Source: an optimization exercise on an open RTL-to-GDS flow (aim: small area). Production flows keep margins and buffers that such runs may drop.
RTL that was checked went through simulation tests only; none was proved equivalent to the original.

Design store_datapath, start of the top module:
module store_datapath #(
    parameter int         W                 = 64,
    parameter int         RATE_MAX          = 1344,
    parameter int         SIZE_W            = 32,
    parameter logic [1:0] SHAKE128_MODE_VEC = 2'b00,
    parameter logic [1:0] SHAKE256_MODE_VEC = 2'b01
) (
    input  wire logic                clk,
    input  wire logic                rst,      
    input  wire logic                start,
    input  wire logic [1:0]          operation_mode,
    input  wire logic [SIZE_W-1:0]   output_size,
    input  wire logic                block_valid,
    output logic                     block_ready,
    input  wire logic [RATE_MAX-1:0] state_in,
    output logic                     squeeze_request,
    output logic [W-1:0]             data_out,
    output logic                     data_out_valid,
    input  wire logic                data_out_ready,
    output logic                     last_output_word,
    output logic                     busy,
    output logic [W/8-1:0]           data_out_keep,
    output logic                     done
);
    localparam int c_DEPTH_128 = RATE_MAX / W;      
    localparam int c_DEPTH_256 = 1088 / W;          
    localparam int c_LB        = $clog2(W);         
    localparam int c_KEEP_W    = W / 8;
    localparam int c_GROUPS    = c_DEPTH_128 / 3;   
    typedef enum logic [1:0] {
        S_IDLE       = 2'd0,
        S_WAIT_BLOCK = 2'd1,
        S_STREAM     = 2'd2
    } state_t;
    state_t              r_state;
    state_t              w_state_next;
    logic [RATE_MAX-1:0] r_blk;         
    logic [RATE_MAX-1:0] w_blk_next;
    logic                r_par;         
    logic [c_DEPTH_128-1:0] r_sel;      
    logic [SIZE_W-1:0]   r_bits_left;   
    logic                r_mode_256;
    logic                r_done;
    logic                w_mode_ok;
    logic                w_stream;
    logic                w_last;
    logic                w_final;
    logic                w_take;
  ...
For scale: roughly 1500 I/O pins, ~45000 µm² of cells after synthesis.
==> module store_datapath, before the edit <==
module store_datapath #(
    parameter int         W                 = 64,
    parameter int         RATE_MAX          = 1344,
    parameter int         SIZE_W            = 32,
    parameter logic [1:0] SHAKE128_MODE_VEC = 2'b00,
    parameter logic [1:0] SHAKE256_MODE_VEC = 2'b01
) (
    input  wire logic                clk,
    input  wire logic                rst,      
    input  wire logic                start,
    input  wire logic [1:0]          operation_mode,
    input  wire logic [SIZE_W-1:0]   output_size,
    input  wire logic                block_valid,
    output logic                     block_ready,
    input  wire logic [RATE_MAX-1:0] state_in,
    output logic                     squeeze_request,
    output logic [W-1:0]             data_out,
    output logic                     data_out_valid,
    input  wire logic                data_out_ready,
    output logic                     last_output_word,
    output logic                     busy,
    output logic [W/8-1:0]           data_out_keep,
    output logic                     done
);
    localparam int c_DEPTH_128 = RATE_MAX / W;      
    localparam int c_DEPTH_256 = 1088 / W;          
    localparam int c_LB        = $clog2(W);         
    localparam int c_KEEP_W    = W / 8;
    localparam int c_GROUPS    = c_DEPTH_128 / 3;   
    typedef enum logic [1:0] {
        S_IDLE       = 2'd0,
        S_WAIT_BLOCK = 2'd1,
        S_STREAM     = 2'd2
    } state_t;
    state_t              r_state;
    state_t              w_state_next;
    logic [RATE_MAX-1:0] r_blk;         
    logic [RATE_MAX-1:0] w_blk_next;
    logic                r_par;         
    logic [c_DEPTH_128-1:0] r_sel;      
    logic [SIZE_W-1:0]   r_bits_left;   
    logic                r_mode_256;
    logic                r_done;
    logic                w_mode_ok;
    logic                w_stream;
    logic                w_last;
    logic                w_final;
    logic                w_take;
    logic                w_load;
    logic                w_keep;
    logic                w_start;
    logic [c_DEPTH_128-1:0] w_sel;
    logic [W-1:0]        w_mask;
    assign w_mode_ok = (operation_mode == SHAKE128_MODE_VEC) ||
                       (operation_mode == SHAKE256_MODE_VEC);
    assign w_stream  = (r_state == S_STREAM);
    assign w_last    = w_stream && (r_bits_left[SIZE_W-1:c_LB+1] == '0) &&
                       (!r_bits_left[c_LB] || (r_bits_left[c_LB-1:0] == '0));
    assign w_final   = r_mode_256 ? r_sel[c_DEPTH_256 - 1] : r_sel[c_DEPTH_128 - 1];
    assign w_take    = w_stream && data_out_ready;
    assign w_load    = (r_state == S_WAIT_BLOCK) && block_valid;
    assign w_keep    = !w_load;
    assign w_start   = (r_state == S_IDLE) && start && w_mode_ok;
    always_ff @(posedge clk or negedge rst) begin
        if (!rst) begin
            r_state <= S_IDLE;
            r_done  <= 1'b0;
        end else begin
            r_state <= w_state_next;
            r_done  <= (w_start && (output_size == '0)) || (w_take && w_last);
        end
    end
    always_comb begin
        w_state_next = r_state;
        case (r_state)
            S_IDLE:       if (w_start && (output_size != '0)) w_state_next = S_WAIT_BLOCK;
            S_WAIT_BLOCK: if (block_valid) w_state_next = S_STREAM;
            S_STREAM:     if (data_out_ready) begin
                              if (w_last)       w_state_next = S_IDLE;
                              else if (w_final) w_state_next = S_WAIT_BLOCK;
                          end
            default:      w_state_next = S_IDLE;
        endcase
    end
    always_ff @(posedge clk) begin
        if (w_start) begin
            r_bits_left <= output_size;
            r_mode_256  <= (operation_mode == SHAKE256_MODE_VEC);
        end else if (w_take) begin
            r_bits_left[SIZE_W-1:c_LB] <= r_bits_left[SIZE_W-1:c_LB] - 1'b1;
        end
    end
    always_ff @(posedge clk) begin
        if (w_load) begin
            r_sel <= c_DEPTH_128'(1);
        end else if (w_take) begin
            r_sel <= {r_sel[c_DEPTH_128-2:0], 1'b0};
        end
    end
    always_ff @(posedge clk) begin
        r_par <= w_load | ~r_par;
    end
    genvar gb;
    generate
        for (gb = 0; gb < RATE_MAX; gb++) begin : g_blk
            store_datapath_keep u_keep (
                .d (state_in[gb]),
                .q (r_blk[gb]),
                .l (w_load),
                .h (w_keep),
                .y (w_blk_next[gb])
            );
        end
    endgenerate
    always_ff @(posedge clk) begin
        r_blk <= w_blk_next;
    end
    assign w_sel = r_sel;
    always_comb begin
        for (int i = 0; i < W; i++) begin
            w_mask[i] = w_stream &&
                        (!w_last || (r_bits_left[c_LB:0] > (c_LB+1)'(i)));
        end
    end
    genvar gi, gj;
    generate
        for (gi = 0; gi < W; gi++) begin : g_bit
            logic [c_GROUPS-1:0] w_grp_n;
            for (gj = 0; gj < c_GROUPS; gj++) begin : g_grp
                store_datapath_aoi3 u_aoi (
                    .s (w_sel[3*gj +: 3]),
                    .d ({r_blk[(3*gj+2)*W + gi], r_blk[(3*gj+1)*W + gi], r_blk[(3*gj)*W + gi]}),
                    .y (w_grp_n[gj])
                );
            end
            store_datapath_or_mask u_or (
                .n (w_grp_n),
                .p (r_par),
                .m (w_mask[gi]),
                .y (data_out[gi])
            );
        end
    endgenerate
    assign block_ready      = (r_state == S_WAIT_BLOCK);
    assign data_out_valid   = w_stream;
    assign squeeze_request  = w_take && !w_last && w_final;
    assign last_output_word = w_last;
    assign busy             = (r_state != S_IDLE);
    assign done             = r_done;
    always_comb begin
        for (int j = 0; j < c_KEEP_W; j++) begin
            data_out_keep[j] = w_stream &&
                               (!w_last || (r_bits_left[c_LB:0] > (c_LB+1)'(8*j)));
        end
    end
endmodule
export LEC_CHECK = 0
export CAP_MARGIN = 20
export CORE_MARGIN = 2
export CORE_UTILIZATION = 40
export PLACE_DENSITY = 0.5
export SLEW_MARGIN = 20
export SYNTH_HIERARCHICAL = 1
export SYNTH_MINIMUM_KEEP_SIZE = 0
create_clock -name core_clock -period 6.0 [get_ports {clk}]
standard.sh (not shown) runs the stock make flow with config.mk's settings and CLKGATE_MAP_FILE= SYNTH_SCRIPT=/design/flow/synth_recipe.tcl, a recipe that flattens the netlist after the stock synthesis.
==> flow/flow/run.sh <==
#!/bin/bash
# Layout flow: the standard ORFS flow (standard.sh), with
#  - port buffers of the smallest buffer cell instead of clkdlybuf4s50_1,
#  - a clock tree of small clock buffers and no dummy balancing loads.
# Each tool's full output goes to a log file in this folder.
set -euo pipefail
export BUFFER_PORTS_ARGS="-buffer_cell sky130_fd_sc_hd__buf_1"
export PLACE_PINS_ARGS="-min_distance 1 -min_distance_in_tracks"
export CTS_ARGS="-sink_clustering_enable -repair_clock_nets -dont_use_dummy_load -buf_list {sky130_fd_sc_hd__clkbuf_4 sky130_fd_sc_hd__clkbuf_8} -sink_clustering_buffer sky130_fd_sc_hd__clkbuf_4 -sink_clustering_size 8 -sink_clustering_max_diameter 50"
bash standard.sh finish > standard_flow.log 2>&1
Edit:
--- a/flow/design.v
+++ b/flow/design.v
@@ -85,11 +85,13 @@
     end
     always_ff @(posedge clk) begin
         if (w_start) begin
-            r_bits_left <= output_size;
-            r_mode_256  <= (operation_mode == SHAKE256_MODE_VEC);
-        end else if (w_take) begin
-            r_bits_left[SIZE_W-1:c_LB] <= r_bits_left[SIZE_W-1:c_LB] - 1'b1;
+            r_bits_left[c_LB-1:0] <= output_size[c_LB-1:0];
+            r_mode_256            <= (operation_mode == SHAKE256_MODE_VEC);
         end
+    end
+    always_ff @(posedge clk) begin
+        r_bits_left[SIZE_W-1:c_LB] <= w_start ? output_size[SIZE_W-1:c_LB]
+                                              : r_bits_left[SIZE_W-1:c_LB] - (SIZE_W-c_LB)'(w_take);
     end
     always_ff @(posedge clk) begin
         if (w_load) begin
Effect: This time the run did not get past global routing (5_1_grt). Synthesized area goes down by 0.54%. Synthesized cell count barely changes.
Function not checked in the first run of this note: the RTL went through the layout flow alone.

==> static timing again, ports no longer ideal <==
How much do the figures lean on ideal ports? The routed layout below was timed once more, with nothing changed but the port constraints.
Step 1 sets driving cells, clkbuf_16 on the clock port and buf_2 on the other inputs (assumed; they add their load-dependent delay and slew).
Step 2 adds t to the input delays and takes it off the output delays; t is the mean of the earliest and latest rising clock arrival at the registers after step 1. Input paths then give back, and output paths get back, about the clock's delay inside the block.
Slacks: no drivers / after step 1 / after step 2; pairs: no drivers / after step 1.
run: the first run
t (ns): 0.923
setup slack, ns: 0.568 / 0.488 / 1.411
clock arrival spread, ns: 0.108 / 0.108
worst slew at a driven data input, ns: 0.32
After both steps the first run still meets setup and hold. The setup slack of the first run moves by -0.080 ns with the drivers and by +0.843 ns with both steps.
